Background: an optimization exercise with open tools, aiming at small area and a short achievable clock period. Do not read the settings as production practice.
At most, simulation tests tie the RTL to the original design; equivalence was not proved.
Only the layout flow was run in runs 1, 2 and 4 to 6; the RTL was not checked for function there.

## flow/design.v (module list and top-level ports; edited modules follow where they fit)
// module kb_booth_enc: 16 lines
// module kb_scaler: 476 lines
// module attack_arbiter: 142 lines
module attack_arbiter #(
  parameter int unsigned        STUN_W      = 24,
  parameter logic [STUN_W-1:0]  STUN_CYCLES = 24'd20,
  parameter int unsigned        DMG_W       = 10,
  parameter int unsigned        DMG_MAX     = 999
) (
  input  logic             clock,
  input  logic             reset,
  input  logic [31:0]      p1_attack,
  input  logic [31:0]      p1_knockback,
  input  logic [31:0]      p2_attack,
  input  logic [31:0]      p2_knockback,
  output logic [DMG_W-1:0] p1_damage,
  output logic [DMG_W-1:0] p2_damage,
  output logic [31:0]      p1_kb_out,
  output logic             p1_kb_valid,
  output logic [31:0]      p2_kb_out,
  output logic             p2_kb_valid,
  output logic             p1_stunned,
  output logic             p2_stunned,
  output logic             clash
);
  // ...
==> flow/flow/run.sh <==
#!/bin/bash
# Layout flow: the standard synthesis and layout, with
# - inverters around the synthesized full adders removed by flipping adder
#   polarities (flow/polarity.py; combinational only, registers untouched),
# - the port buffers made as the smallest plain buffer instead of the delay
#   buffer buffer_ports picks by default, and
# - a clock tree of smaller buffers without dummy loads.
# Each step's output goes to a log file here.
set -euo pipefail
MARGIN=$(cat flow/margin.txt)
NETLIST="$PWD/orfs/results/${FLOW_PLATFORM}/attack_arbiter/base/1_2_yosys.v"
bash standard.sh "$NETLIST" > synth.log 2>&1
python3 flow/polarity.py "$NETLIST" > polarity.log 2>&1
bash standard.sh SETUP_SLACK_MARGIN="$MARGIN" \
  "BUFFER_PORTS_ARGS=-buffer_cell sky130_fd_sc_hd__buf_1" \
  "CTS_ARGS=-sink_clustering_enable -repair_clock_nets -dont_use_dummy_load -buf_list {sky130_fd_sc_hd__clkbuf_4 sky130_fd_sc_hd__clkbuf_8}" \
  finish > layout.log 2>&1
==> flow/flow/margin.txt <==
7.1
==> flow/flow/polarity.py <==
#!/usr/bin/env python3
"""Remove inverters around full adders in a flat Yosys netlist.

A full adder is self-dual: FA(~a, ~b, ~c) = (~sum, ~cout). Synthesis often
leaves inverters between adder outputs and adder inputs; flipping an adder
(feeding it the complements of its inputs and complementing its outputs)
removes such inverters when that needs fewer inverters than it adds. Also
drops inverter pairs (inv feeding inv). Registers and ports are untouched.

Usage: polarity.py NETLIST.v   (rewrites the file in place, prints a summary)
"""
import re
import sys

INV = re.compile(r"sky130_fd_sc_hd__(clk)?inv_\d+$")
FA = re.compile(r"sky130_fd_sc_hd__fa_\d+$")
OUTPINS = {"X", "Y", "Q", "Q_N", "SUM", "COUT", "HI", "LO"}

path = sys.argv[1]
text = open(path).read()

m_end = text.rindex("endmodule")
first = re.search(r"^\s+sky130_fd_sc_hd__\w+\s", text, re.M)
assert first, "no cells"
header = text[: first.start()]
body = text[first.start(): m_end]
assert "assign" not in body, "assign statements not supported"

cell_re = re.compile(r"\s*(sky130_fd_sc_hd__\w+)\s+(\S+)\s*\((.*?)\);", re.S)
pin_re = re.compile(r"\.(\w+)\(\s*((?:\\\S+\s)|[^()\s]+)\s*\)")

cells = {}          # name -> [type, {pin: net}]
order = []
pos = 0
for m in cell_re.finditer(body):
    assert body[pos: m.start()].strip() == "", body[pos: m.start()][:200]
    pos = m.end()
    typ, name, pins = m.group(1), m.group(2), m.group(3)
    pm = {}
    for p, n in pin_re.findall(pins):
        pm[p] = n.strip()
    cells[name] = [typ, pm]
    order.append(name)
assert body[pos:].strip() == "", body[pos:][:200]

ports = set()
for m in re.finditer(r"^\s*(input|output)\s+(\[\d+:\d+\]\s+)?(\S+);", header, re.M):
    rng, n = m.group(2), m.group(3)
    if rng:
        hi, lo = map(int, re.findall(r"\d+", rng))
        for i in range(min(hi, lo), max(hi, lo) + 1):
            ports.add(f"{n}[{i}]")
    ports.add(n)

driver = {}
loads = {}


def rebuild():
    driver.clear()
    loads.clear()
    for name, (typ, pm) in cells.items():
        for p, n in pm.items():
            if p in OUTPINS:
                driver[n] = (name, p)
            else:
                loads.setdefault(n, set()).add((name, p))


rebuild()
is_inv = lambda c: c in cells and INV.match(cells[c][0]) is not None
is_fa = lambda c: c in cells and FA.match(cells[c][0]) is not None
newid = [0]
new_nets = []


def fresh_net():
    newid[0] += 1
    n = f"_pol{newid[0]}_"
    new_nets.append(n)
    return n


def fresh_cell():
    newid[0] += 1
    return f"_polc{newid[0]}_"


def connect(cell, pin, net):
    old = cells[cell][1].get(pin)
    if old is not None:
        if pin in OUTPINS:
            if driver.get(old) == (cell, pin):
                del driver[old]
        else:
            loads[old].discard((cell, pin))
    cells[cell][1][pin] = net
    if pin in OUTPINS:
        driver[net] = (cell, pin)
    else:
        loads.setdefault(net, set()).add((cell, pin))


def remove_cell(cell):
    for p, n in cells[cell][1].items():
        if p in OUTPINS:
            if driver.get(n) == (cell, p):
                del driver[n]
        else:
            loads[n].discard((cell, p))
    del cells[cell]


def add_inv(a, y):
    c = fresh_cell()
    cells[c] = ["sky130_fd_sc_hd__inv_1", {}]
    connect(c, "A", a)
    connect(c, "Y", y)
    return c


def inv_of(net):
    """An existing inverter whose input is net, if any."""
    for c, p in loads.get(net, ()):
        if p == "A" and is_inv(c):
            return c
    return None


def gain(f):
    """Inverters saved by flipping adder f (negative: more needed); None if
    the flip is not handled."""
    pm = cells[f][1]
    g = 0
    ins = [pm["A"], pm["B"], pm["CIN"]]
    for n in set(ins):
        d = driver.get(n)
        if d and is_inv(d[0]):
            others = [x for x in loads.get(n, ()) if x[0] != f]
            if not others and n not in ports:
                g += 1
        elif inv_of(n) is None:
            g -= 1
    for p in ("SUM", "COUT"):
        s = pm.get(p)
        if s is None:
            continue
        ext = 0
        invs = 0
        plain = s in ports
        for c, q in loads.get(s, ()):
            if q == "A" and is_inv(c):
                invs += 1
                if cells[c][1]["Y"] in ports:
                    ext += 1
            else:
                plain = True
        if ext > 1:
            return None
        g += invs
        if plain:
            g -= 1
    return g


def flip(f):
    pm = cells[f][1]
    for p in ("A", "B", "CIN"):
        n = pm[p]
        d = driver.get(n)
        if d and is_inv(d[0]):
            inv = d[0]
            connect(f, p, cells[inv][1]["A"])
            if not loads.get(n) and n not in ports:
                remove_cell(inv)
        else:
            j = inv_of(n)
            if j is None:
                y = fresh_net()
                add_inv(n, y)
                connect(f, p, y)
            else:
                connect(f, p, cells[j][1]["Y"])
    for p in ("SUM", "COUT"):
        s = pm.get(p)
        if s is None:
            continue
        inv_loads = [c for c, q in list(loads.get(s, ())) if q == "A" and is_inv(c)]
        plain = s in ports or any(not (q == "A" and is_inv(c)) for c, q in loads.get(s, ()))
        target = None
        for c in inv_loads:
            if cells[c][1]["Y"] in ports:
                target = cells[c][1]["Y"]
        if target is None:
            target = fresh_net()
        connect(f, p, target)
        for c in inv_loads:
            y = cells[c][1]["Y"]
            remove_cell(c)
            if y != target:
                for lc, lp in list(loads.get(y, ())):
                    connect(lc, lp, target)
        if plain:
            add_inv(target, s)


def count_inv():
    return sum(1 for c in cells if is_inv(c))


before = count_inv()
flips = 0
changed = True
rounds = 0
while changed and rounds < 20:
    changed = False
    rounds += 1
    for f in [c for c in list(cells) if is_fa(c)]:
        g = gain(f)
        if g is not None and g > 0:
            flip(f)
            flips += 1
            changed = True

# inverter pairs: loads of inv(inv(x)) take x
pairs = 0
for j in [c for c in list(cells) if is_inv(c)]:
    if j not in cells:
        continue
    a, y = cells[j][1]["A"], cells[j][1]["Y"]
    d = driver.get(a)
    if not d or not is_inv(d[0]) or y in ports:
        continue
    x = cells[d[0]][1]["A"]
    for lc, lp in list(loads.get(y, ())):
        connect(lc, lp, x)
    remove_cell(j)
    pairs += 1
    if not loads.get(a) and a not in ports:
        remove_cell(d[0])

# unused inverters
for c in [c for c in list(cells) if is_inv(c)]:
    y = cells[c][1]["Y"]
    if not loads.get(y) and y not in ports:
        remove_cell(c)

after = count_inv()


def fmt(n):
    return n + " " if n.startswith("\\") else n


out = [header.rstrip("\n")]
for n in new_nets:
    out.append(f"  wire {n};")
for name in order + [c for c in cells if c not in set(order)]:
    if name not in cells:
        continue
    typ, pm = cells[name]
    pins = ",\n".join(f"    .{p}({fmt(n)})" for p, n in pm.items())
    out.append(f"  {typ} {fmt(name)} (\n{pins}\n  );")
out.append("endmodule\n")
open(path, "w").write("\n".join(out))
print(f"polarity: {flips} adder flips, {pairs} inverter pairs; inverters {before} -> {after}")
==> flow/standard.sh <==
#!/bin/bash
# synth_recipe.tcl (not shown) runs the flow's synth.tcl, then flattens the netlist and writes it again
# the make line also repeats each setting of config.mk as NAME=value (left out here)
make -C /OpenROAD-flow-scripts/flow DESIGN_CONFIG=/design/flow/config.mk WORK_HOME=/design/flow/orfs CLKGATE_MAP_FILE= SYNTH_SCRIPT=/design/flow/synth_recipe.tcl "${@:-finish}"
==> flow/config.mk <==
export PLATFORM = sky130hd
export DESIGN_NAME = attack_arbiter
export DESIGN_NICKNAME = attack_arbiter
export VERILOG_FILES = /design/flow/design.v
export SDC_FILE = /design/flow/constraint.sdc
export NUM_CORES = 4
export LEC_CHECK = 0
export ABC_AREA = 1
export CAP_MARGIN = 20
export CORE_MARGIN = 2
export CORE_UTILIZATION = 45
export SLEW_MARGIN = 20
==> flow/constraint.sdc <==
create_clock -name core_clock -period 12.0 [get_ports {clock}]
set_input_delay 2.4000 -clock core_clock [delete_from_list [all_inputs] [get_ports {clock}]]
set_output_delay 2.4000 -clock core_clock [all_outputs]
set_load 0.01 [all_outputs]
==> impl_metrics.toml, run 1 <==
[run_status]
status = "complete, no violations"

[cells_and_area]
nonClkBufAreaFrac = 0.06603
utilization = 0.5205
multiInputGateArea_mm2 = 0.01284
reg.largest.list = "p1KbOut (40), p2KbOut (40), atkKb (32)"
final_common_cell = "nand2_1"
clock_area_frac = 0.01166

[setup_path]
critical_path_arrival_ns = 5.18
crit_family = "adder cells"
endpoint = "p2KbOut[30]"
critPathMaxFanout = 11
worst-setup-path-type = "flop to flop"
slowest_delay_ns = 0.57
cp_cell_sequence = "buf_12, ha_4, inv_8, bufbuf_16, o22ai_2, xor2_1, fa_1, inv_1, fa_1, fa_2, ha_4, nand2_1, o21a_1, o21ai_1, a21oi_2, or2_2, nand3_1, nand2_1, inv_1"

[placement]
port_buffers = 178
gp_congestion = 0.8976

[sta]
rsz0062_at_grt = "yes"
hold_viol_final = 0
hold_slack_ns = 0.4418

[floorplan]
num_io_pins = 219

[clock_tree]
cts_buffer_depth = 2
cts_buffers = 17

[synthesis]
postSynthCellCount = 2389

[detailed_routing]
via_count = 16680
wl_per_cell_um = 17.62

[grt]
gr-total-overflow = 0
==> run 2: changes to the inputs <==
==> flow/flow/run.sh (replaced) <==
#!/bin/bash
# Layout flow: the standard synthesis and layout, with
# - inverters around the synthesized full adders removed by flipping adder
#   polarities (flow/polarity.py; combinational only, registers untouched),
# - the port buffers made as the smallest plain buffer instead of the delay
#   buffer buffer_ports picks by default,
# - a clock tree of smaller buffers without dummy loads, and
# - the resizer's power recovery (downsizing off the critical paths).
# Each step's output goes to a log file here.
set -euo pipefail
MARGIN=$(cat flow/margin.txt)
NETLIST="$PWD/orfs/results/${FLOW_PLATFORM}/attack_arbiter/base/1_2_yosys.v"
bash standard.sh "$NETLIST" > synth.log 2>&1
python3 flow/polarity.py "$NETLIST" > polarity.log 2>&1
bash standard.sh SETUP_SLACK_MARGIN="$MARGIN" RECOVER_POWER=100 \
  "BUFFER_PORTS_ARGS=-buffer_cell sky130_fd_sc_hd__buf_1" \
  "CTS_ARGS=-sink_clustering_enable -repair_clock_nets -dont_use_dummy_load -buf_list {sky130_fd_sc_hd__clkbuf_4 sky130_fd_sc_hd__clkbuf_8}" \
  finish > layout.log 2>&1
--- a/flow/config.mk
+++ b/flow/config.mk
@@ -8,5 +8,5 @@
 export ABC_AREA = 1
 export CAP_MARGIN = 20
 export CORE_MARGIN = 2
-export CORE_UTILIZATION = 45
+export CORE_UTILIZATION = 55
 export SLEW_MARGIN = 20
==> run 2 against run 1 <==
  * Now fails the layout checks on max-capacitance violations, max-slew violations
  * Synthesized cell count did not move
  * Worst hold slack got worse by 0.046 ns
  * Critical endpoint is now atkKb[23]
  * Largest cell class unchanged
==> impl_metrics.toml, run 2 <==
[detailed_routing]
drt_iter0_drc = 1497
via_count = 16760
vias_per_cell = 5.753
wl_per_cell_um = 17.91
drc = 0
postRouteAntennaNets = 0
dr.pass1.iters = 5
wirelength_mm = 52.18

[worst_hold_path]
holdCritPathClass = "flop to flop"
hold_path_depth = 1

[synthesis]
yosysWarnings = 1
postSynthCellCount = 2389
synth_area_per_cell_um2 = 7.326
syn_nets = 2735
synth_area_mm2 = 0.01750

[sta]
final-setup-viol-count = 0
rsz0062_at_grt = "yes"
relSlewSlack = -1.973
tns_ns = 0
period_minus_slack_ns = 7.756
fmax_ghz = 0.1289
hold_slack_ns = 0.3955
setup_ws_ns = 4.244
fin_crit_sh = 0.6463
finClkSkew_ns = 0.03714
hold_viol_final = 0
tightest_slew_ns = 4.412
slew_viol_final = 217

[grt]
grt.met2_usage = 0.4676
grt_max_degree = 64
grt_use_met1 = 0.4603
top_usage_layer = "met2"
antenna_found_initial = 0
grt_first_pass_wirelength_mm = 82.57
grtUsageMet3 = 0.06067
grt_pass1_vias = 15400
gr-total-overflow = 0
grt_use_total = 0.3123

[placement]
hpwl_mm = 37.78
numPlacedInstances = 2857
gp_congestion = 0.9518
pre_cts_ws_ns = 6.210
place_area_mm2 = 0.01834
port_buffers = 178

[cells_and_area]
utilization = 0.6189
areaGrowthSynthToFinish_pct = 11.30
n_antenna_cell = 0
register_area_mm2 = 0.003596
fillers = 2965
multiInputGateArea_mm2 = 0.01250
nNetsFinal = 2860
drive_gt1_frac = 0.09435
reg.largest.list = "p1KbOut (40), p2KbOut (40), atkKb (32)"
final_common_cell = "nand2_1"
fin_area_mm2 = 0.01948
stdcell_count = 2914
layout_common_cells = "nand2_1 (414), inv_1 (336), xor2_1 (182), buf_1 (177), o22ai_1 (171)"

[clock_tree]
cts_tree = "built"
root_buffer = "clkbuf_8"
clock_sinks = 162
cts_buffer_depth = 2
cts_buffers = 17
postCtsHoldBufs = 0
htree_levels = 4
clk_pin_slew_worst_paths_ns = 0.08
clock_latency_ns = 0.52

[floorplan]
initial_core_util = 0.5561
core.rowCount = 65
core_area_mm2 = 0.03147
die_w_um = 182.4
num_io_pins = 219
die_area_mm2 = 0.03326
die_h_um = 182.4

[run]
drv_cap = 6

[setup_path]
slowest_delay_ns = 3.39
cpMaxStageDelayCell = "o21ai_0"
crit_buf_inv = 1
critPathMaxFanout = 32
reg2regPathDepth = 12
worst-setup-path-type = "input port to flop"
cp-start-kind = "input port"
critPathMostFrequentCell = "nand2_1"
critical_path_arrival_ns = 7.76
crit_family = "compound AO/OA/AOI/OAI gates"
end_kind = "flop"
crit_cells = 14
crit_required_ns = 12.00
cp_cell_sequence = "buf_1, nor2_1, nand2_1, nor2_1, nand2_1, nand3_1, nand2_2, nand2_1, nand2_1, nand3_1, nand3_1, nand3_1, nand2_1, o21ai_0"

[run_status]
failed_checks = "max-capacitance violations, max-slew violations"
status = "failed layout checks"
==> run 2: what timing repair did <==
action,in CTS,in global routing
pin swaps,5,16
setup endpoints to repair,70,99
buffers inserted,10,23
resized for setup,68,107
gates cloned,4,2
endpoints found under the hold margin,0,0
==> run 2: area by class of cell <==
| class | instances | area share |
|---|---|---|
| Inverter | 359 | 0.07124 |
| Multi-Input combinational cell | 1738 | 0.6416 |
| Timing Repair Buffer | 235 | 0.06436 |
| Sequential cell | 162 | 0.1846 |
| Tap cell | 402 | 0.02582 |
| Timing Repair inverter | 1 | 0.0003854 |
| Clock buffer | 17 | 0.01201 |
==> run 2: worst paths after layout <==
path / to / slack (ns) / startpoint
max reg2reg: atkKb[23] / 5.54 / stunCount[0]
min: eval / 0.40 / p1KbValid
max: atkKb[23] / 4.24 / p1_attack[2]
min reg2reg: eval / 0.40 / p1KbValid
==> run 2: per-layer routing <==
layer | vias to the layer above | wire length, um
met3 | 82 | 4325
met4 | 0 | 1173
met5 | - | 0
met2 | 711 | 22290
li1 | 8146 | -
met1 | 7824 | 24390
==> module attack_arbiter, before the edit <==
module attack_arbiter #(
  parameter int unsigned        STUN_W      = 24,
  parameter logic [STUN_W-1:0]  STUN_CYCLES = 24'd20,
  parameter int unsigned        DMG_W       = 10,
  parameter int unsigned        DMG_MAX     = 999
) (
  input  logic             clock,
  input  logic             reset,
  input  logic [31:0]      p1_attack,
  input  logic [31:0]      p1_knockback,
  input  logic [31:0]      p2_attack,
  input  logic [31:0]      p2_knockback,
  output logic [DMG_W-1:0] p1_damage,
  output logic [DMG_W-1:0] p2_damage,
  output logic [31:0]      p1_kb_out,
  output logic             p1_kb_valid,
  output logic [31:0]      p2_kb_out,
  output logic             p2_kb_valid,
  output logic             p1_stunned,
  output logic             p2_stunned,
  output logic             clash
);
  localparam int unsigned SW = 5;
  logic              p1Block, p2Block;        
  logic              p1Pending, p2Pending;
  logic [1:0]        p1Code, p2Code;
  logic              vicIsP1;
  logic [31:0]       atkKb;
  logic [DMG_W:0]    opFactor;
  logic [5:0]        opOne, opTwo;
  logic [4:0]        opNeg;
  logic [SW-1:0]     stunCount;
  logic              stunIsP2;
  logic [DMG_W-1:0]  p1Damage, p2Damage;
  logic [39:0]       p1KbOut, p2KbOut;
  logic              p1KbValid, p2KbValid, clashReg;
  logic              eval;                    
  logic              p1HitEv, p2HitEv, p1Stun, p2Stun;
  logic              p1Cand, p2Cand, p1Victim, p2Victim, clashNow;
  logic              p1PendNext, p2PendNext, p1PendKeep, p2PendKeep, vicIsP1Next;
  logic [1:0]        p1CodeNext, p2CodeNext;
  logic [DMG_W-1:0]  dmgNext, opDamage;
  logic [20:0]       p1VicOps, p2VicOps;      
  logic [DMG_W:0]    factorNext;
  logic [39:0]       kbScaled;
  assign p1Stun = (stunCount != '0) & ~stunIsP2;
  assign p2Stun = (stunCount != '0) & stunIsP2;
  assign p1HitEv = p1_attack[attack_pkg::HIT] & p1_attack[attack_pkg::ACTIVE] & ~p1Block & ~p1Stun
                   & attack_pkg::hitValid(p1_attack[attack_pkg::SPEC_N:attack_pkg::SMASH_U]);
  assign p2HitEv = p2_attack[attack_pkg::HIT] & p2_attack[attack_pkg::ACTIVE] & ~p2Block & ~p2Stun
                   & attack_pkg::hitValid(p2_attack[attack_pkg::SPEC_N:attack_pkg::SMASH_U]);
  always_comb begin
    p1Cand   = p1Pending & ~p1Stun & ~p2Stun;
    p2Cand   = p2Pending & ~p1Stun & ~p2Stun;
    p1Victim = eval & p2Cand & (~p1Cand
               | attack_pkg::tierBeats(p2Code, p1Code));
    p2Victim = eval & p1Cand & (~p2Cand
               | attack_pkg::tierBeats(p1Code, p2Code));
    clashNow = eval & p1Cand & p2Cand
               & ~attack_pkg::tierBeats(p1Code, p2Code) & ~attack_pkg::tierBeats(p2Code, p1Code);
  end
  always_comb begin
    p1PendKeep  = p1HitEv | (p1Pending & ~eval);
    p2PendKeep  = p2HitEv | (p2Pending & ~eval);
    p1PendNext  = reset & p1PendKeep;
    p2PendNext  = reset & p2PendKeep;
    p1CodeNext  = p1HitEv ? attack_pkg::hitCode(p1_attack[attack_pkg::SPEC_N:attack_pkg::SMASH_U]) : p1Code;
    p2CodeNext  = p2HitEv ? attack_pkg::hitCode(p2_attack[attack_pkg::SPEC_N:attack_pkg::SMASH_U]) : p2Code;
    vicIsP1Next = (p1HitEv | p2HitEv)
                  ? p2PendKeep & (~p1PendKeep
                    | attack_pkg::tierBeats(p2CodeNext, p1CodeNext))
                  : vicIsP1;
    p1VicOps    = attack_pkg::hitOperands(p1Damage, p2CodeNext);
    p2VicOps    = attack_pkg::hitOperands(p2Damage, p1CodeNext);
    {factorNext, dmgNext} = vicIsP1Next ? p1VicOps : p2VicOps;
  end
  assign opDamage = DMG_W'({opFactor[DMG_W:7] - 4'd1, opFactor[6:0]});
  kb_booth_enc uEnc (.m(opFactor), .bo(opOne), .bt(opTwo), .bn(opNeg));
  kb_scaler uKb (.base(atkKb), .bo(opOne), .bt(opTwo), .bn(opNeg), .scaled(kbScaled));
  always_ff @(posedge clock) begin
    if (!reset) begin
      p1Block <= p1_attack[attack_pkg::ACTIVE];
      p2Block <= p2_attack[attack_pkg::ACTIVE];
    end else begin
      if (p1HitEv) p1Block <= 1'b1;
      else if (!p1_attack[attack_pkg::ACTIVE]) p1Block <= 1'b0;
      if (p2HitEv) p2Block <= 1'b1;
      else if (!p2_attack[attack_pkg::ACTIVE]) p2Block <= 1'b0;
    end
  end
  always_ff @(posedge clock) begin
    p1Pending <= p1PendNext;
    p2Pending <= p2PendNext;
    p1Code    <= p1CodeNext;
    p2Code    <= p2CodeNext;
    vicIsP1   <= vicIsP1Next;
    if (vicIsP1Next ? p2HitEv : p1HitEv) atkKb <= vicIsP1Next ? p2_knockback : p1_knockback;
    opFactor  <= factorNext;
  end
  always_ff @(posedge clock) begin
    if (!reset) begin
      eval        <= 1'b0;
      p1Damage    <= '0;
      p2Damage    <= '0;
      p1KbOut     <= '0;
      p2KbOut     <= '0;
      p1KbValid   <= 1'b0;
      p2KbValid   <= 1'b0;
      stunCount   <= '0;
      stunIsP2    <= 1'b0;
      clashReg    <= 1'b0;
    end else begin
      eval      <= ~eval & ~p1KbValid & ~p2KbValid & (p1Pending | p2Pending);
      p1KbValid <= p1Victim;
      p2KbValid <= p2Victim;
      clashReg  <= clashNow;
      if (p1Victim) begin
        p1Damage <= opDamage;
        p1KbOut  <= kbScaled;
      end
      if (p2Victim) begin
        p2Damage <= opDamage;
        p2KbOut  <= kbScaled;
      end
      if (p1Victim | p2Victim) begin
        stunCount <= SW'(STUN_CYCLES);
        stunIsP2  <= p2Victim;
      end else if (stunCount != '0) begin
        stunCount <= stunCount - SW'(1);
      end
    end
  end
  assign p1_damage   = p1Damage;
  assign p2_damage   = p2Damage;
  assign p1_kb_out   = {attack_pkg::kbClamp(p1KbOut[39:20]), attack_pkg::kbClamp(p1KbOut[19:0])};
  assign p2_kb_out   = {attack_pkg::kbClamp(p2KbOut[39:20]), attack_pkg::kbClamp(p2KbOut[19:0])};
  assign p1_kb_valid = p1KbValid;
  assign p2_kb_valid = p2KbValid;
  assign p1_stunned  = p1Stun;
  assign p2_stunned  = p2Stun;
  assign clash       = clashReg;
endmodule
==> run 3: changes to the inputs <==
--- a/flow/design.v
+++ b/flow/design.v
@@ -595,7 +595,7 @@
   logic              eval;                    
   logic              p1HitEv, p2HitEv, p1Stun, p2Stun;
   logic              p1Cand, p2Cand, p1Victim, p2Victim, clashNow;
-  logic              p1PendNext, p2PendNext, p1PendKeep, p2PendKeep, vicIsP1Next;
+  logic              p1PendNext, p2PendNext, vicIsP1Next;
   logic [1:0]        p1CodeNext, p2CodeNext;
   logic [DMG_W-1:0]  dmgNext, opDamage;
   logic [20:0]       p1VicOps, p2VicOps;      
@@ -618,14 +618,12 @@
                & ~attack_pkg::tierBeats(p1Code, p2Code) & ~attack_pkg::tierBeats(p2Code, p1Code);
   end
   always_comb begin
-    p1PendKeep  = p1HitEv | (p1Pending & ~eval);
-    p2PendKeep  = p2HitEv | (p2Pending & ~eval);
-    p1PendNext  = reset & p1PendKeep;
-    p2PendNext  = reset & p2PendKeep;
+    p1PendNext  = reset & (p1HitEv | (p1Pending & ~eval));
+    p2PendNext  = reset & (p2HitEv | (p2Pending & ~eval));
     p1CodeNext  = p1HitEv ? attack_pkg::hitCode(p1_attack[attack_pkg::SPEC_N:attack_pkg::SMASH_U]) : p1Code;
     p2CodeNext  = p2HitEv ? attack_pkg::hitCode(p2_attack[attack_pkg::SPEC_N:attack_pkg::SMASH_U]) : p2Code;
     vicIsP1Next = (p1HitEv | p2HitEv)
-                  ? p2PendKeep & (~p1PendKeep
+                  ? p2PendNext & (~p1PendNext
                     | attack_pkg::tierBeats(p2CodeNext, p1CodeNext))
                   : vicIsP1;
     p1VicOps    = attack_pkg::hitOperands(p1Damage, p2CodeNext);
==> flow/flow/run.sh (replaced) <==
#!/bin/bash
# Layout flow: the standard synthesis and layout, with
# - inverters around the synthesized full adders removed by flipping adder
#   polarities (flow/polarity.py; combinational only, registers untouched),
# - the port buffers made as the smallest plain buffer instead of the delay
#   buffer buffer_ports picks by default, and
# - a clock tree of smaller buffers without dummy loads.
# Each step's output goes to a log file here.
set -euo pipefail
MARGIN=$(cat flow/margin.txt)
NETLIST="$PWD/orfs/results/${FLOW_PLATFORM}/attack_arbiter/base/1_2_yosys.v"
bash standard.sh "$NETLIST" > synth.log 2>&1
python3 flow/polarity.py "$NETLIST" > polarity.log 2>&1
bash standard.sh SETUP_SLACK_MARGIN="$MARGIN" \
  "BUFFER_PORTS_ARGS=-buffer_cell sky130_fd_sc_hd__buf_1" \
  "CTS_ARGS=-sink_clustering_enable -repair_clock_nets -dont_use_dummy_load -buf_list {sky130_fd_sc_hd__clkbuf_4 sky130_fd_sc_hd__clkbuf_8}" \
  finish > layout.log 2>&1
==> run 3 against run 2 <==
  * The run now finishes clean
  * Utilization is 2.1 points higher
  * Final cell count down 0.75%
  * Routed wire length is 6.0% higher
  * Critical path type is now flop to flop
==> impl_metrics.toml, run 3 <==
[placement]
hpwl_mm = 38.92
gp_congestion = 0.9273
port_buffers = 178
numPlacedInstances = 2837

[setup_path]
cp-start-kind = "flop"
crit_required_ns = 12.38
crit_path_start = "opFactor[1]"
worst-r2r-setup-slack_ns = 7.24
cpMaxStageDelayCell = "fa_1"
rr_startpoint = "opFactor[1]"
timing.rr.end = "p2KbOut[16]"
worst-setup-path-type = "flop to flop"
slowest_delay_ns = 0.59
reg2regPathDepth = 24
critPathMaxFanout = 9
end_kind = "flop"
cp_cell_sequence = "buf_12, buf_6, nor2_1, o21ai_2, buf_12, buf_6, o22ai_1, xor2_1, fa_1, inv_1, fa_1, fa_1, ha_4, a21o_1, a31oi_4, o21ai_2, a21oi_2, inv_1, nand2_1, nand2_1, nand2_1, nand3_2, o211ai_1, inv_1"
endpoint = "p2KbOut[16]"
critical_path_arrival_ns = 5.14

[floorplan]
die_area_mm2 = 0.03279
core.rowCount = 64
core_area_mm2 = 0.03075
die_w_um = 181.1
die_h_um = 181.1
num_io_pins = 219
initial_core_util = 0.5609

[detailed_routing]
dr.pass1.iters = 6
vias_per_cell = 5.914
wirelength_mm = 55.29
drt_iter0_drc = 1312
drc = 0
via_count = 17100
wl_per_cell_um = 19.12
postRouteAntennaNets = 0

[cells_and_area]
n_antenna_cell = 0
nNetsFinal = 2844
fillers = 2795
drive_gt1_frac = 0.1038
areaGrowthSynthToFinish_pct = 14.00
final_common_cell = "nand2_1"
layout_common_cells = "nand2_1 (411), inv_1 (348), xor2_1 (181), buf_1 (177), o22ai_1 (173)"
reg.largest.list = "p1KbOut (40), p2KbOut (40), atkKb (32)"
stdcell_count = 2892

[sta]
tns_ns = 0
hold_slack_ns = 0.4366
slew_viol_final = 0
rsz0062_at_grt = "yes"
fin_crit_sh = 0.3964
final-setup-viol-count = 0
finClkSkew_ns = 0.03398
period_minus_slack_ns = 4.757
fmax_ghz = 0.2102
relSlewSlack = 0.5118
hold_viol_final = 0
tightest_slew_ns = 0.7295

[clock_tree]
cts_buffer_depth = 2
htree_levels = 4
postCtsHoldBufs = 0
clock_latency_ns = 0.51
root_buffer = "clkbuf_8"
clock_sinks = 162
cts_tree = "built"
cts_buffers = 17
clk_pin_slew_worst_paths_ns = 0.09

[grt]
gr-total-overflow = 0
grt_first_pass_wirelength_mm = 87.98
grt_use_total = 0.3377
antenna_found_initial = 0
grt_pass1_vias = 16680
grt_max_degree = 64

[worst_hold_path]
holdCritPathClass = "flop to flop"

[synthesis]
yosysWarnings = 1
syn_nets = 2712
postSynthCellCount = 2366
synth_area_mm2 = 0.01725
synth_area_per_cell_um2 = 7.290

[run_status]
status = "complete, no violations"

[run]
drv_cap = 0
run 3: cell type report:
cell class / instances / area, um^2 / share of cell area
multi-input combinational: 1712 / 12620 / 0.6418
sequential: 162 / 3596 / 0.1829
inverter: 367 / 1394 / 0.07089
timing repair buffer: 237 / 1316 / 0.06694
tap: 396 / 495.5 / 0.02520
clock buffer: 17 / 234.0 / 0.01190
timing repair inverter: 1 / 7.507 / 0.0003818
run 3: critical path, delay by kind of cell (launching register included):
family	cells	cell delay, ns
flip-flops	1	0.38
AND/OR/NAND/NOR	5	0.39
XOR/XNOR	1	0.19
adder cells (fa/ha/maj)	4	1.76
buffers and inverters	7	0.79
AO/OA/AOI/OAI	7	1.11
run 3: layer usage:
layer  global-route usage  wire length, um  vias up
li1                     -                -     8073
met1               0.4177            21850     8072
met2               0.5718            26470      778
met3              0.06531             4415      179
met4               0.1515             2550        0
met5                    0                0        -
run 3: per-stage QoR:
step	cell area [um^2]	setup slack, ns	utilization
after CTS	18850	7.048	0.6130
after detailed placement	18150	5.991	0.5904
after floorplan	17250	7.241	-
final	19660	7.243	0.6394
after global routing	19660	7.005	0.6394
after global placement	18150	6.079	0.5904
run 3: worst min-delay path by stage:
| stage | startpoint | endpoint | slack [ns] | cells past startpoint |
|---|---|---|---|---|
| after floorplan | stunCount[0] | stunCount[0] | 0.44 | 2 |
| after global placement | p2KbValid | eval | 0.42 | 1 |
| after detailed placement | p1KbValid | eval | 0.43 | 1 |
| after CTS | p1KbValid | eval | 0.44 | 1 |
| after global routing | p2KbValid | eval | 0.46 | 1 |
| final | p2KbValid | eval | 0.44 | 1 |
run 3: timing repair:
action,in CTS,in global routing
buffers inserted,8,24
endpoints found under the setup margin,96,131
gates resized for setup,77,134
pin swaps,10,37
cloned,6,0
==> run 4: changes to the inputs <==
--- a/flow/design.v
+++ b/flow/design.v
@@ -595,7 +595,7 @@
   logic              eval;                    
   logic              p1HitEv, p2HitEv, p1Stun, p2Stun;
   logic              p1Cand, p2Cand, p1Victim, p2Victim, clashNow;
-  logic              p1PendNext, p2PendNext, vicIsP1Next;
+  logic              p1PendNext, p2PendNext, p1PendKeep, p2PendKeep, vicIsP1Next;
   logic [1:0]        p1CodeNext, p2CodeNext;
   logic [DMG_W-1:0]  dmgNext, opDamage;
   logic [20:0]       p1VicOps, p2VicOps;      
@@ -618,12 +618,14 @@
                & ~attack_pkg::tierBeats(p1Code, p2Code) & ~attack_pkg::tierBeats(p2Code, p1Code);
   end
   always_comb begin
-    p1PendNext  = reset & (p1HitEv | (p1Pending & ~eval));
-    p2PendNext  = reset & (p2HitEv | (p2Pending & ~eval));
+    p1PendKeep  = p1HitEv | (p1Pending & ~eval);
+    p2PendKeep  = p2HitEv | (p2Pending & ~eval);
+    p1PendNext  = reset & p1PendKeep;
+    p2PendNext  = reset & p2PendKeep;
     p1CodeNext  = p1HitEv ? attack_pkg::hitCode(p1_attack[attack_pkg::SPEC_N:attack_pkg::SMASH_U]) : p1Code;
     p2CodeNext  = p2HitEv ? attack_pkg::hitCode(p2_attack[attack_pkg::SPEC_N:attack_pkg::SMASH_U]) : p2Code;
     vicIsP1Next = (p1HitEv | p2HitEv)
-                  ? p2PendNext & (~p1PendNext
+                  ? p2PendKeep & (~p1PendKeep
                     | attack_pkg::tierBeats(p2CodeNext, p1CodeNext))
                   : vicIsP1;
     p1VicOps    = attack_pkg::hitOperands(p1Damage, p2CodeNext);
==> flow/flow/run.sh (replaced) <==
#!/bin/bash
# Layout flow: the standard synthesis and layout, with
# - the synthesized logic between registers and adders mapped again with
#   ABC's area mapper (flow/remap.tcl; registers untouched),
# - inverters around the full adders removed by flipping adder polarities
#   (flow/polarity.py; combinational only, registers untouched),
# - the port buffers made as the smallest plain buffer instead of the delay
#   buffer buffer_ports picks by default, and
# - a clock tree of smaller buffers without dummy loads.
# Each step's output goes to a log file here.
set -euo pipefail
MARGIN=$(cat flow/margin.txt)
RES="$PWD/orfs/results/${FLOW_PLATFORM}/attack_arbiter/base"
NETLIST="$RES/1_2_yosys.v"
bash standard.sh "$NETLIST" > synth.log 2>&1
cp "$NETLIST" standard_synth.v
YOSYS=$(command -v yosys || echo "$FLOW_HOME/../tools/install/yosys/bin/yosys")
LIB="$FLOW_HOME/platforms/${FLOW_PLATFORM}/lib/sky130_fd_sc_hd__tt_025C_1v80.lib" \
  IN=standard_synth.v OUT="$NETLIST" SCRIPT="$PWD/flow/abc_area.script" \
  DONT_USE="$PWD/flow/abc_dont_use.txt" "$YOSYS" -c flow/remap.tcl > remap.log 2>&1
python3 flow/polarity.py "$NETLIST" > polarity.log 2>&1
bash standard.sh SETUP_SLACK_MARGIN="$MARGIN" \
  "BUFFER_PORTS_ARGS=-buffer_cell sky130_fd_sc_hd__buf_1" \
  "CTS_ARGS=-sink_clustering_enable -repair_clock_nets -dont_use_dummy_load -buf_list {sky130_fd_sc_hd__clkbuf_4 sky130_fd_sc_hd__clkbuf_8}" \
  finish > layout.log 2>&1
==> flow/flow/abc_area.script (new file) <==
strash
&get -n
&st
&dch
&nf
&put
topo
stime -c
buffer -c
upsize -c
dnsize -c
==> flow/flow/abc_dont_use.txt (new file) <==
-dont_use sky130_fd_sc_hd__probe_p_8 -dont_use sky130_fd_sc_hd__probec_p_8 -dont_use sky130_fd_sc_hd__lpflow_bleeder_1 -dont_use sky130_fd_sc_hd__lpflow_clkbufkapwr_1 -dont_use sky130_fd_sc_hd__lpflow_clkbufkapwr_16 -dont_use sky130_fd_sc_hd__lpflow_clkbufkapwr_2 -dont_use sky130_fd_sc_hd__lpflow_clkbufkapwr_4 -dont_use sky130_fd_sc_hd__lpflow_clkbufkapwr_8 -dont_use sky130_fd_sc_hd__lpflow_clkinvkapwr_1 -dont_use sky130_fd_sc_hd__lpflow_clkinvkapwr_16 -dont_use sky130_fd_sc_hd__lpflow_clkinvkapwr_2 -dont_use sky130_fd_sc_hd__lpflow_clkinvkapwr_4 -dont_use sky130_fd_sc_hd__lpflow_clkinvkapwr_8 -dont_use sky130_fd_sc_hd__lpflow_decapkapwr_12 -dont_use sky130_fd_sc_hd__lpflow_decapkapwr_3 -dont_use sky130_fd_sc_hd__lpflow_decapkapwr_4 -dont_use sky130_fd_sc_hd__lpflow_decapkapwr_6 -dont_use sky130_fd_sc_hd__lpflow_decapkapwr_8 -dont_use sky130_fd_sc_hd__lpflow_inputiso0n_1 -dont_use sky130_fd_sc_hd__lpflow_inputiso0p_1 -dont_use sky130_fd_sc_hd__lpflow_inputiso1n_1 -dont_use sky130_fd_sc_hd__lpflow_inputiso1p_1 -dont_use sky130_fd_sc_hd__lpflow_inputisolatch_1 -dont_use sky130_fd_sc_hd__lpflow_isobufsrc_1 -dont_use sky130_fd_sc_hd__lpflow_isobufsrc_16 -dont_use sky130_fd_sc_hd__lpflow_isobufsrc_2 -dont_use sky130_fd_sc_hd__lpflow_isobufsrc_4 -dont_use sky130_fd_sc_hd__lpflow_isobufsrc_8 -dont_use sky130_fd_sc_hd__lpflow_isobufsrckapwr_16 -dont_use sky130_fd_sc_hd__lpflow_lsbuf_lh_hl_isowell_tap_1 -dont_use sky130_fd_sc_hd__lpflow_lsbuf_lh_hl_isowell_tap_2 -dont_use sky130_fd_sc_hd__lpflow_lsbuf_lh_hl_isowell_tap_4 -dont_use sky130_fd_sc_hd__lpflow_lsbuf_lh_isowell_4 -dont_use sky130_fd_sc_hd__lpflow_lsbuf_lh_isowell_tap_1 -dont_use sky130_fd_sc_hd__lpflow_lsbuf_lh_isowell_tap_2 -dont_use sky130_fd_sc_hd__lpflow_lsbuf_lh_isowell_tap_4 
==> flow/flow/remap.tcl (new file) <==
# Re-map the synthesized netlist's combinational cells with ABC's area mapper
# (&nf). Registers, full and half adders and tie cells stay as they are, with
# their instance names; only the logic between them is mapped again.
# Environment: LIB (liberty), IN and OUT (netlists), SCRIPT (ABC script),
# DONT_USE (file with the -dont_use arguments of the standard synthesis).
yosys read_liberty -ignore_miss_func $::env(LIB)
yosys read_verilog -defer $::env(IN)
yosys hierarchy -top attack_arbiter
yosys setattr -mod -set keep_hierarchy 1 sky130_fd_sc_hd__fa_* sky130_fd_sc_hd__ha_* sky130_fd_sc_hd__*df* sky130_fd_sc_hd__conb_*
yosys flatten
yosys opt_clean
set f [open $::env(DONT_USE)]
set dont_use [string trim [read $f]]
close $f
yosys abc -script $::env(SCRIPT) -liberty $::env(LIB) {*}$dont_use
yosys rename -hide w:*.*
yosys opt_clean -purge
yosys splitnets
yosys opt_clean -purge
yosys insbuf -buf sky130_fd_sc_hd__buf_1 A X
yosys blackbox =A:keep_hierarchy
yosys stat -liberty $::env(LIB)
yosys write_verilog -noattr -noexpr -nohex -nodec $::env(OUT)
==> run 4 against run 3 <==
  * Largest cell class unchanged
  * Worst hold slack improved by 0.034 ns
  * Still clean
  * Critical endpoint is now opFactor[4]
  * Global-route usage fell by 2.2 points
  * Sequential cell count is the same
  * Final cell count is 18% lower
  * Critical path type is now input port to flop
  * Non-clock buffer count up 25
  * Via count is 15% lower
  * Register-to-register slack got worse by 0.26 ns
==> impl_metrics.toml, run 4 <==
[run_status]
status = "complete, no violations"

[synthesis]
synth_area_per_cell_um2 = 9.013
postSynthCellCount = 1757
synth_area_mm2 = 0.01584
yosysWarnings = 1
syn_nets = 2103

[setup_path]
timing.rr.end = "p2KbOut[19]"
worst-r2r-setup-slack_ns = 6.98
worst-setup-path-type = "input port to flop"
critical_path_arrival_ns = 5.82
end_kind = "flop"
cp-start-kind = "input port"
crit_required_ns = 12.38
reg2regPathDepth = 20
critPathMaxFanout = 5
rr_startpoint = "opFactor[5]"

[detailed_routing]
wl_per_cell_um = 20.39
met1_length_mm = 21.59
via_count = 14570
drc = 0
drt_iter0_drc = 1419
top_layer = "met4"
postRouteAntennaNets = 0
wl_met3_mm = 4.112
vias_per_cell = 6.171
dr.pass1.iters = 6
wirelength_mm = 48.13
wl_met2_mm = 21.03

[sta]
tns_ns = 0
final-setup-viol-count = 0
relSlewSlack = 0.3390
fmax_ghz = 0.1838
period_minus_slack_ns = 5.442
slew_viol_final = 0
fin_crit_sh = 0.4535
rsz0062_at_grt = "yes"
hold_slack_ns = 0.4701
hold_viol_final = 0
finClkSkew_ns = 0.03334
tightest_slew_ns = 0.9839

[floorplan]
die_h_um = 173.7
core.rowCount = 62
core_area_mm2 = 0.02855
num_io_pins = 219
die_w_um = 173.7
initial_core_util = 0.5547
die_area_mm2 = 0.03017

[clock_tree]
cts_tree = "built"
root_buffer = "clkbuf_8"
cts_buffer_depth = 2
clock_sinks = 162
htree_levels = 4
clock_latency_ns = 0.50
clk_pin_slew_worst_paths_ns = 0.10
cts_buffers = 17

[grt]
antenna_found_initial = 0
grt_use_total = 0.3155
gr-total-overflow = 0
grt_max_degree = 116
grt_first_pass_wirelength_mm = 76.37
grt_pass1_vias = 14000

[cells_and_area]
n_antenna_cell = 0
final_common_cell = "buf_1"
nNetsFinal = 2325
fillers = 2479
drive_gt1_frac = 0.1249
areaGrowthSynthToFinish_pct = 17.53
utilization = 0.6520
layout_common_cells = "buf_1 (177), a22oi_1 (162), xnor2_1 (155), o21ai_0 (144), a21oi_1 (137)"
reg.largest.list = "p1KbOut (40), p2KbOut (40), atkKb (32)"

[placement]
hpwl_mm = 31.20
port_buffers = 178
gp_congestion = 0.8863

[worst_hold_path]
holdCritStartpoint = "stunCount[0]"
hold_end = "stunCount[0]"
holdCritPathClass = "flop to flop"
hold_path_depth = 2

[run]
drv_cap = 0
run 4: metal layers:
| layer | vias to the layer above | global-route usage |
|---|---|---|
| li1 | 6826 | - |
| met1 | 6944 | 0.4551 |
| met2 | 703 | 0.4827 |
| met3 | 96 | 0.05461 |
| met4 | 0 | 0.1012 |
| met5 | - | 0 |
run 4: final cells by class:
type                       count  area [um^2]  share of cell area
multi-input combinational   1432        12320              0.6619
sequential                   162         3597              0.1933
timing repair buffer         262         1590             0.08544
tap                          384        480.5             0.02581
inverter                     104        390.4             0.02097
clock buffer                  17        234.0             0.01257
run 4: worst max-delay path by stage:
| stage | start | end | slack (ns) | cells past startpoint |
|---|---|---|---|---|
| 2_1_floorplan | p2_attack[3] | opFactor[4] | 6.12 | 15 |
| 3_3_place_gp | p1_attack[3] | opFactor[10] | 5.62 | 14 |
| 3_5_place_dp | p1_attack[3] | opFactor[1] | 5.51 | 14 |
| 4_1_cts | p2_attack[9] | opFactor[4] | 6.61 | 15 |
| 5_1_grt | p2_attack[1] | opFactor[4] | 6.45 | 17 |
| 6_report | p2_attack[1] | opFactor[4] | 6.56 | 15 |
run 4: timing repair:
action | 4_1_cts | 5_1_grt
setup endpoints to repair | 143 | 160
gates resized for setup | 66 | 36
pin swaps | 27 | 16
gates cloned | 10 | 3
buffers inserted | 46 | 20
hold buffers | 0 | 0
endpoints found under the hold margin | 0 | 0
run 4: worst max-delay path, stage by stage:
cell and delay [ns]:
buf_1 0.07, or4_4 0.57, or4_4 0.55, a21boi_4 0.19, nor2_4 0.05, inv_2 0.09, nand2_4 0.06, ha_4 0.25
a21o_1 0.18, a221o_2 0.37, o31ai_4 0.11, a2111oi_4 0.06, or4_4 0.50, and2_4 0.18, a22o_1 0.20
run 4: per-stage QoR:
step / area, um^2 / std cells / setup slack, ns
after CTS: 18190 / 2337 / 6.614
final: 18610 / 2361 / 6.558
after global placement: 17060 / 2264 / 5.617
after global routing: 18610 / 2361 / 6.448
after detailed placement: 17060 / 2264 / 5.512
after floorplan: 16080 / 1757 / 6.119
==> run 5: changes to the inputs <==
==> flow/flow/margin.txt (replaced) <==
7.3
==> run 5 against run 4 <==
  * Clock-buffer cell count stayed put
  * Critical path depth stayed put
  * Clock skew is 0.0043 ns lower
  * Synthesized area stayed put
  * Sequential cell count stayed put
  * First-iteration DRC count is 12% higher
  * Final cell count is 0.80% higher
  * Register-to-register slack worse by 0.02 ns
  * Worst hold slack better by 0.0021 ns
==> impl_metrics.toml, run 5 <==
[clock_tree]
cts_buffers = 17
clk_pin_slew_worst_paths_ns = 0.09
cts_buffer_depth = 2
htree_levels = 4
clock_latency_ns = 0.48
postCtsHoldBufs = 0
clock_sinks = 162
root_buffer = "clkbuf_8"
cts_tree = "built"

[cells_and_area]
reg.largest.list = "p1KbOut (40), p2KbOut (40), atkKb (32)"
nNetsFinal = 2344
register_area_mm2 = 0.003601
drive_gt1_frac = 0.1363
final_common_cell = "buf_1"
multiInputGateArea_mm2 = 0.01236
layout_common_cells = "buf_1 (177), a22oi_1 (161), xnor2_1 (155), o21ai_0 (143), a21oi_1 (141)"
areaGrowthSynthToFinish_pct = 19.25
fillers = 2455
n_antenna_cell = 0

[sta]
relSlewSlack = 0.3175
hold_viol_final = 0
rsz0062_at_grt = "yes"
finClkSkew_ns = 0.02899
final-setup-viol-count = 0
tns_ns = 0
fin_crit_sh = 0.4530
tightest_slew_ns = 1.020
period_minus_slack_ns = 5.436
slew_viol_final = 0
fmax_ghz = 0.1839

[floorplan]
initial_core_util = 0.5547
die_h_um = 173.7
die_area_mm2 = 0.03017
num_io_pins = 219
core_area_mm2 = 0.02855
die_w_um = 173.7
core.rowCount = 62

[setup_path]
critPathMaxFanout = 5
critPathMostFrequentCell = "or4_4"
worst-setup-path-type = "input port to flop"
end_kind = "flop"
critical_path_arrival_ns = 5.81
worst-r2r-setup-slack_ns = 6.96
cpMaxStageDelayCell = "or4_4"
slowest_delay_ns = 0.57
cp_cell_sequence = "buf_1, or4_4, or4_4, a21boi_4, nor2_4, inv_2, nand2_2, ha_4, a21o_1, a221o_2, o31ai_4, a2111oi_4, or4_4, and2_4, a22o_1"
reg2regPathDepth = 16
crit_required_ns = 12.38
cp-start-kind = "input port"

[synthesis]
synth_area_per_cell_um2 = 9.013
syn_nets = 2103
postSynthCellCount = 1757
synth_area_mm2 = 0.01584
yosysWarnings = 1

[grt]
grt_use_total = 0.3109
antenna_found_initial = 0
grt_first_pass_wirelength_mm = 75.40
grt.met2_usage = 0.4710
grt_pass1_vias = 13810
grt_use_met1 = 0.4576
grt_max_degree = 116
gr-total-overflow = 0
top_usage_layer = "met2"
grtUsageMet3 = 0.04561

[detailed_routing]
wirelength_mm = 48.34
drt_iter0_drc = 1591
wl_per_cell_um = 20.31
via_count = 14710
drc = 0
vias_per_cell = 6.182
dr.pass1.iters = 8
postRouteAntennaNets = 0

[placement]
hpwl_mm = 30.70
gp_congestion = 0.8796
port_buffers = 178

[worst_hold_path]
holdCritPathClass = "flop to flop"
hold_path_depth = 2

[run_status]
status = "complete, no violations"

[run]
drv_cap = 0
## run 5: through the flow
step	area [um^2]	instances	utilization	setup WS (ns)	hold slack, ns
4_1_cts	18410	2356	0.6450	6.626	0.4751
3_5_place_dp	17090	2265	0.5986	5.588	0.4642
2_1_floorplan	16110	1757	-	6.119	0.4450
6_report	18880	2380	0.6615	6.564	0.4723
5_1_grt	18880	2380	0.6615	6.519	0.5113
3_3_place_gp	17070	2264	0.5980	5.642	0.4574
## run 5: layout make-up
cell class	instances	share of cell area
multi-input combinational	1432	0.6546
sequential	162	0.1907
timing repair buffer	281	0.09620
tap	384	0.02544
inverter	104	0.02067
clock buffer	17	0.01239
## run 5: critical path: cells and delay by family
| kind | cells | cell delay (ns) |
|---|---|---|
| AO/OA/AOI/OAI | 6 | 1.13 |
| adder cells (fa/ha/maj) | 1 | 0.22 |
| buffers and inverters | 2 | 0.14 |
| AND/OR/NAND/NOR | 6 | 1.93 |
## run 5: worst paths after layout
check | end | start
setup / recovery | opFactor[8] | p2_attack[1]
setup reg to reg | p2KbOut[19] | opFactor[1]
hold / removal | stunCount[0] | stunCount[0]
hold reg to reg | stunCount[0] | stunCount[0]
## run 5: metal layers
metal  routed length [um]  vias up
li1                     -     6856
met1                21780     7011
met2                21110      751
met3                 4017       96
met4                 1424        0
met5                    0        -
## run 5: what timing repair did
item                       in CTS  in global routing
setup endpoints to repair     179                193
gates resized for setup        70                 45
pin swaps                      20                 18
buffers inserted               66                 19
cloned                          8                  5
==> run 6: changes to the inputs <==
==> flow/flow/run.sh (replaced) <==
#!/bin/bash
# Layout flow: the standard synthesis and layout, with
# - the synthesized logic off the slowest paths (static timing with ideal
#   wires, flow/crit.tcl) mapped again with ABC's area mapper
#   (flow/remap.tcl; registers and adders untouched),
# - inverters around the full adders removed by flipping adder polarities
#   (flow/polarity.py; combinational only, registers untouched),
# - the port buffers made as the smallest plain buffer instead of the delay
#   buffer buffer_ports picks by default, and
# - a clock tree of smaller buffers without dummy loads.
# Each step's output goes to a log file here.
set -euo pipefail
MARGIN=$(cat flow/margin.txt)
RES="$PWD/orfs/results/${FLOW_PLATFORM}/attack_arbiter/base"
NETLIST="$RES/1_2_yosys.v"
LIB="$FLOW_HOME/platforms/${FLOW_PLATFORM}/lib/sky130_fd_sc_hd__tt_025C_1v80.lib"
bash standard.sh "$NETLIST" > synth.log 2>&1
cp "$NETLIST" standard_synth.v
STA=$(command -v sta || echo "$FLOW_HOME/../tools/install/OpenROAD/bin/sta")
YOSYS=$(command -v yosys || echo "$FLOW_HOME/../tools/install/yosys/bin/yosys")
LIB="$LIB" IN=standard_synth.v SDC="$FLOW_SDC" THRESHOLD="$(cat flow/threshold.txt)" \
  CRIT=critical_cells.txt "$STA" -exit flow/crit.tcl > crit.log 2>&1
LIB="$LIB" IN=standard_synth.v OUT="$NETLIST" SCRIPT="$PWD/flow/abc_area.script" \
  DONT_USE="$PWD/flow/abc_dont_use.txt" CRIT=critical_cells.txt \
  "$YOSYS" -c flow/remap.tcl > remap.log 2>&1
python3 flow/polarity.py "$NETLIST" > polarity.log 2>&1
bash standard.sh SETUP_SLACK_MARGIN="$MARGIN" \
  "BUFFER_PORTS_ARGS=-buffer_cell sky130_fd_sc_hd__buf_1" \
  "CTS_ARGS=-sink_clustering_enable -repair_clock_nets -dont_use_dummy_load -buf_list {sky130_fd_sc_hd__clkbuf_4 sky130_fd_sc_hd__clkbuf_8}" \
  finish > layout.log 2>&1
==> flow/flow/crit.tcl (new file) <==
# List the cells on paths slower than the threshold (ideal wires): they keep
# their mapping; the rest of the logic is mapped again for area.
read_liberty $::env(LIB)
read_verilog $::env(IN)
link_design attack_arbiter
read_sdc $::env(SDC)
set thr $::env(THRESHOLD)
set f [open $::env(CRIT) w]
set n 0
foreach inst [get_cells *] {
  set worst 1e9
  foreach pin [get_pins -of_objects $inst -filter "direction == output"] {
    set s [get_property $pin slack_max]
    if {$s ne "" && $s ne "INF" && $s < $worst} { set worst $s }
  }
  if {$worst < $thr} {
    puts $f [get_full_name $inst]
    incr n
  }
}
close $f
puts "critical cells: $n"
==> flow/flow/margin.txt (replaced) <==
7.1
==> flow/flow/remap.tcl (replaced) <==
# Re-map the synthesized netlist's combinational cells with ABC's area mapper
# (&nf), except the cells listed in CRIT (those on the slowest paths).
# Registers, full and half adders and tie cells stay as they are, with their
# instance names; only the other logic between them is mapped again.
# Environment: LIB (liberty), IN and OUT (netlists), SCRIPT (ABC script),
# DONT_USE (file with the -dont_use arguments of the standard synthesis),
# CRIT (file with the names of the cells to keep).
yosys read_liberty -ignore_miss_func $::env(LIB)
yosys read_verilog -defer $::env(IN)
yosys hierarchy -top attack_arbiter
yosys setattr -mod -set keep_hierarchy 1 sky130_fd_sc_hd__fa_* sky130_fd_sc_hd__ha_* sky130_fd_sc_hd__*df* sky130_fd_sc_hd__conb_*
set f [open $::env(CRIT)]
set names [split [string trim [read $f]] "\n"]
close $f
set sel {}
foreach n $names { lappend sel "attack_arbiter/$n" }
if {[llength $sel]} { yosys setattr -set keep_hierarchy 1 {*}$sel }
yosys flatten
yosys opt_clean
set f [open $::env(DONT_USE)]
set dont_use [string trim [read $f]]
close $f
yosys abc -script $::env(SCRIPT) -liberty $::env(LIB) {*}$dont_use
yosys rename -hide w:*.*
yosys opt_clean -purge
yosys splitnets
yosys opt_clean -purge
yosys insbuf -buf sky130_fd_sc_hd__buf_1 A X
yosys blackbox sky130_fd_sc_hd__*
yosys stat -liberty $::env(LIB)
yosys write_verilog -noattr -noexpr -nohex -nodec $::env(OUT)
==> flow/flow/threshold.txt (new file) <==
8.0
==> run 6 against run 5 <==
  * Worst hold slack better by 0.028 ns
  * Critical path depth rose by 10
  * Maximum frequency grew 14%
  * Global-route usage up 1.5 points
  * Worst setup slack improved by 0.67 ns
==> impl_metrics.toml, run 6 <==
[run_status]
status = "complete, no violations"

[detailed_routing]
wl_met2_mm = 26.23
drt_iter0_drc = 1277
wl_per_cell_um = 19.15
drc = 0
top_layer = "met4"
wl_met3_mm = 4.256
postRouteAntennaNets = 0
met1_length_mm = 21.45
wirelength_mm = 54.40
vias_per_cell = 5.945
dr.pass1.iters = 5
via_count = 16890

[cells_and_area]
n_antenna_cell = 0
layout_common_cells = "nand2_1 (412), inv_1 (265), buf_1 (177), o22ai_1 (164), xor2_1 (164)"
reg.largest.list = "p1KbOut (40), p2KbOut (40), atkKb (32)"
areaGrowthSynthToFinish_pct = 13.97
final_common_cell = "nand2_1"
fin_area_mm2 = 0.01972
drive_gt1_frac = 0.1039
nNetsFinal = 2793
stdcell_count = 2841

[sta]
period_minus_slack_ns = 4.763
finClkSkew_ns = 0.04355
rsz0062_at_grt = "yes"
final-setup-viol-count = 0
relSlewSlack = 0.3168
fin_crit_sh = 0.3969
slew_viol_final = 0
fmax_ghz = 0.2100
hold_viol_final = 0
tns_ns = 0
tightest_slew_ns = 1.021

[grt]
grt_first_pass_wirelength_mm = 85.64
grt_pass1_vias = 16820
antenna_found_initial = 0
grt_use_total = 0.3263
gr-total-overflow = 0
grt_max_degree = 68

[placement]
gp_congestion = 0.9513
hpwl_mm = 38.28
port_buffers = 178
numPlacedInstances = 2785
place_area_mm2 = 0.01827

[synthesis]
yosysWarnings = 1
postSynthCellCount = 2287
syn_nets = 2633
synth_area_mm2 = 0.01730
synth_area_per_cell_um2 = 7.564

[worst_hold_path]
holdCritPathClass = "flop to flop"

[setup_path]
critPathMaxFanout = 16
cpMaxStageDelayCell = "fa_2"
slowest_delay_ns = 0.59
end_kind = "flop"
cp-start-kind = "flop"
crit_required_ns = 12.36
critical_path_arrival_ns = 5.13
crit_family = "adder cells"
critPathMostFrequentCell = "nand2_1"
worst-setup-path-type = "flop to flop"
crit_buf_inv = 7
worst-r2r-setup-slack_ns = 7.24

[run]
drv_cap = 0

[clock_tree]
clk_pin_slew_worst_paths_ns = 0.08
postCtsHoldBufs = 0
root_buffer = "clkbuf_8"
clock_latency_ns = 0.51
clock_sinks = 162
htree_levels = 4
cts_tree = "built"
cts_buffer_depth = 2
cts_buffers = 17

[floorplan]
die_h_um = 181.4
core_area_mm2 = 0.03075
num_io_pins = 219
die_w_um = 181.4
die_area_mm2 = 0.03289
initial_core_util = 0.5626
core.rowCount = 64
run 6: worst paths after layout:
check               startpoint           end  cells past startpoint
setup reg to reg   opFactor[1]   p1KbOut[16]                     25
setup / recovery   opFactor[1]   p1KbOut[16]                     25
hold / removal    stunCount[0]  stunCount[0]                      2
hold reg to reg   stunCount[0]  stunCount[0]                      2
run 6: tightest hold or removal path: cells and delay by family, from the launching register on:
family	cells	cell delay, ns
flip-flops	1	0.33
multiplexers	1	0.06
AND/OR/NAND/NOR	1	0.08
run 6: layout make-up:
type / count / area [um^2]
multi-input combinational: 1749 / 12890
fill: 2862 / 11030
sequential: 162 / 3602
timing repair buffer: 233 / 1376
inverter: 282 / 1104
tap: 396 / 495.5
clock buffer: 17 / 234.0
timing repair inverter: 2 / 15.01
run 6: metrics by stage:
step / util / hold slack [ns] / setup slack (ns)
floorplan: - / 0.4604 / 7.249
finish: 0.6412 / 0.5005 / 7.237
global route: 0.6412 / 0.5302 / 7.007
CTS: 0.6148 / 0.5028 / 7.078
detailed placement: 0.5940 / 0.4836 / 6.248
global placement: 0.5940 / 0.4748 / 6.240
run 6: timing repair:
action,CTS,global route
endpoints found under the setup margin,71,97
gates cloned,4,4
pin swaps,2,23
setup buffers,5,25
resized for setup,67,116
run 6: layer usage:
metal / track usage / vias to the layer above
met1: 0.3907 / 7988
met5: 0 / -
met3: 0.06712 / 155
met4: 0.1590 / 0
li1: - / 8023
met2: 0.5588 / 723
==> run 7: changes to the inputs <==
--- a/flow/design.v
+++ b/flow/design.v
@@ -595,7 +595,7 @@
   logic              eval;                    
   logic              p1HitEv, p2HitEv, p1Stun, p2Stun;
   logic              p1Cand, p2Cand, p1Victim, p2Victim, clashNow;
-  logic              p1PendNext, p2PendNext, p1PendKeep, p2PendKeep, vicIsP1Next;
+  logic              p1PendNext, p2PendNext, vicIsP1Next;
   logic [1:0]        p1CodeNext, p2CodeNext;
   logic [DMG_W-1:0]  dmgNext, opDamage;
   logic [20:0]       p1VicOps, p2VicOps;      
@@ -618,14 +618,12 @@
                & ~attack_pkg::tierBeats(p1Code, p2Code) & ~attack_pkg::tierBeats(p2Code, p1Code);
   end
   always_comb begin
-    p1PendKeep  = p1HitEv | (p1Pending & ~eval);
-    p2PendKeep  = p2HitEv | (p2Pending & ~eval);
-    p1PendNext  = reset & p1PendKeep;
-    p2PendNext  = reset & p2PendKeep;
+    p1PendNext  = reset & (p1HitEv | (p1Pending & ~eval));
+    p2PendNext  = reset & (p2HitEv | (p2Pending & ~eval));
     p1CodeNext  = p1HitEv ? attack_pkg::hitCode(p1_attack[attack_pkg::SPEC_N:attack_pkg::SMASH_U]) : p1Code;
     p2CodeNext  = p2HitEv ? attack_pkg::hitCode(p2_attack[attack_pkg::SPEC_N:attack_pkg::SMASH_U]) : p2Code;
     vicIsP1Next = (p1HitEv | p2HitEv)
-                  ? p2PendKeep & (~p1PendKeep
+                  ? p2PendNext & (~p1PendNext
                     | attack_pkg::tierBeats(p2CodeNext, p1CodeNext))
                   : vicIsP1;
     p1VicOps    = attack_pkg::hitOperands(p1Damage, p2CodeNext);
==> flow/flow/margin.txt (replaced) <==
7.3
==> run 7 against run 6 <==
  * Non-clock buffer count up 13
  * Maximum frequency up 2.6%
  * Clock skew down 0.010 ns
  * Via count down 0.86%
  * Clock-buffer cell count unchanged
==> impl_metrics.toml, run 7 <==
[run_status]
status = "complete, no violations"

[detailed_routing]
wl_met3_mm = 3.914
wl_met2_mm = 26.67
drt_iter0_drc = 1225
dr.pass1.iters = 6
postRouteAntennaNets = 0
wl_per_cell_um = 19.34
wirelength_mm = 54.65
met1_length_mm = 21.62
drc = 0
via_count = 16740
top_layer = "met4"
vias_per_cell = 5.925

[clock_tree]
clk_pin_slew_worst_paths_ns = 0.07
clock_sinks = 162
root_buffer = "clkbuf_8"
clock_latency_ns = 0.49
cts_buffers = 17
cts_buffer_depth = 2
cts_tree = "built"
htree_levels = 4
postCtsHoldBufs = 0

[floorplan]
core.rowCount = 64
die_area_mm2 = 0.03255
die_h_um = 180.4
core_area_mm2 = 0.03059
die_w_um = 180.4
num_io_pins = 219
initial_core_util = 0.5596

[grt]
grt_max_degree = 75
grt_first_pass_wirelength_mm = 86.31
grt_pass1_vias = 16550
gr-total-overflow = 0
antenna_found_initial = 0
grt_use_total = 0.3308

[sta]
relSlewSlack = 0.3177
hold_viol_final = 0
fin_crit_sh = 0.3870
rsz0062_at_grt = "yes"
fmax_ghz = 0.2153
period_minus_slack_ns = 4.644
tns_ns = 0
finClkSkew_ns = 0.03336
tightest_slew_ns = 1.020
hold_slack_ns = 0.4233
final-setup-viol-count = 0
slew_viol_final = 0

[setup_path]
crit_required_ns = 12.37
critical_path_arrival_ns = 5.02
cp-start-kind = "flop"
end_kind = "flop"
critPathMaxFanout = 32
reg2regPathDepth = 19
worst-setup-path-type = "flop to flop"

[synthesis]
synth_area_per_cell_um2 = 7.557
postSynthCellCount = 2265
synth_area_mm2 = 0.01712
syn_nets = 2611
yosysWarnings = 1

[cells_and_area]
register_area_mm2 = 0.003607
fillers = 2736
n_antenna_cell = 0
layout_common_cells = "nand2_1 (327), inv_1 (262), nor2_1 (183), buf_1 (177), xor2_1 (163)"
final_common_cell = "nand2_1"
multiInputGateArea_mm2 = 0.01309
nNetsFinal = 2778
reg.largest.list = "p1KbOut (40), p2KbOut (40), atkKb (32)"
areaGrowthSynthToFinish_pct = 16.91
drive_gt1_frac = 0.1288
utilization = 0.6542

[worst_hold_path]
hold_path_depth = 1
holdCritPathClass = "flop to flop"

[placement]
gp_congestion = 0.9331
port_buffers = 178
hpwl_mm = 38.05

[run]
drv_cap = 0
run 7: per-stage QoR:
step | cell area [um^2] | worst slack, ns | instances
6_report | 20010 | 7.356 | 2826
5_1_grt | 20010 | 7.186 | 2826
4_1_cts | 19040 | 7.296 | 2789
3_5_place_dp | 18070 | 6.447 | 2756
3_3_place_gp | 18050 | 6.492 | 2755
2_1_floorplan | 17140 | 7.317 | 2265
run 7: layout make-up:
cell class / instances / share of cell area
Multi-Input combinational cell: 1720 / 0.6539
Sequential cell: 162 / 0.1803
Timing Repair Buffer: 246 / 0.07359
Inverter: 284 / 0.05540
Tap cell: 396 / 0.02476
Clock buffer: 17 / 0.01169
Timing Repair inverter: 1 / 0.0003751
run 7: worst paths after layout:
check	startpoint	endpoint	slack, ns
setup / recovery	opFactor[7]	p2KbOut[39]	7.36
hold / removal	p2KbValid	eval	0.42
setup reg to reg	opFactor[7]	p2KbOut[39]	7.36
hold reg to reg	p2KbValid	eval	0.42
run 7: critical path, cell delays in order, from the launching register on:
cell and delay [ns]:
dfxtp_4 0.36, inv_2 0.18, ha_4 0.25, clkinv_2 0.10, buf_12 0.21, o22ai_1 0.12
xor2_1 0.19, fa_1 0.44, fa_1 0.56, fa_2 0.49, ha_4 0.33, nand2_2 0.11
nor4_4 0.31, nand4_1 0.19, nand3_2 0.14, a21o_1 0.17, or2_2 0.14, nand3_2 0.08
nand2_1 0.10, inv_1 0.04
run 7: metal layers:
| layer | vias up | GRT usage |
|---|---|---|
| met5 | - | 0 |
| met4 | 0 | 0.1461 |
| met3 | 163 | 0.06245 |
| met2 | 705 | 0.5811 |
| met1 | 7920 | 0.3932 |
| li1 | 7955 | - |
run 7: what timing repair did:
action | 4_1_cts | 5_1_grt
setup buffers | 9 | 34
pin swaps | 8 | 47
resized for setup | 118 | 155
cloned | 7 | 3
setup endpoints to repair | 133 | 130

afterwards: timing with drivers on the ports:
In the flow no input, the clock included, has a driving cell. The finished layouts below were timed again as built, in two steps.
Step 1 assumes that a clkbuf_16 drives the clock port and a buf_2 every other input.
Step 2 adds t to the input delays and takes it off the output delays; t is the mean of the earliest and latest rising clock arrival at the registers after step 1. Input paths then give back, and output paths get back, about the clock's delay inside the block.
a / b / c = ideal / step 1 / step 2; a / b = the first two.
| run | t, ns | setup slack, ns | worst hold slack (ns) | worst setup path after step 2 | clock arrival spread, ns |
|---|---|---|---|---|---|
| run 1 | 0.532 | 7.253 / 7.253 / 6.832 | 0.442 / 0.442 / 0.442 | input to register | 0.025 / 0.025 |
| run 2 | 0.552 | 4.244 / 4.275 / 3.722 | 0.395 / 0.395 / 0.395 | input to register | 0.037 / 0.037 |
| run 3 | 0.544 | 7.243 / 7.243 / 6.772 | 0.437 / 0.437 / 0.437 | input to register | 0.034 / 0.033 |
| run 4 | 0.535 | 6.558 / 6.589 / 6.054 | 0.470 / 0.470 / 0.470 | input to register | 0.034 / 0.034 |
| run 5 | 0.517 | 6.564 / 6.594 / 6.077 | 0.472 / 0.472 / 0.472 | input to register | 0.029 / 0.030 |
| run 6 | 0.542 | 7.237 / 7.202 / 6.828 | 0.501 / 0.501 / 0.501 | input to register | 0.045 / 0.045 |
| run 7 | 0.524 | 7.356 / 7.356 / 6.983 | 0.423 / 0.423 / 0.423 | input to register | 0.039 / 0.039 |
For run 2, which loses most, drivers alone change the setup slack by +0.031 ns; drivers and shift together by -0.522 ns.
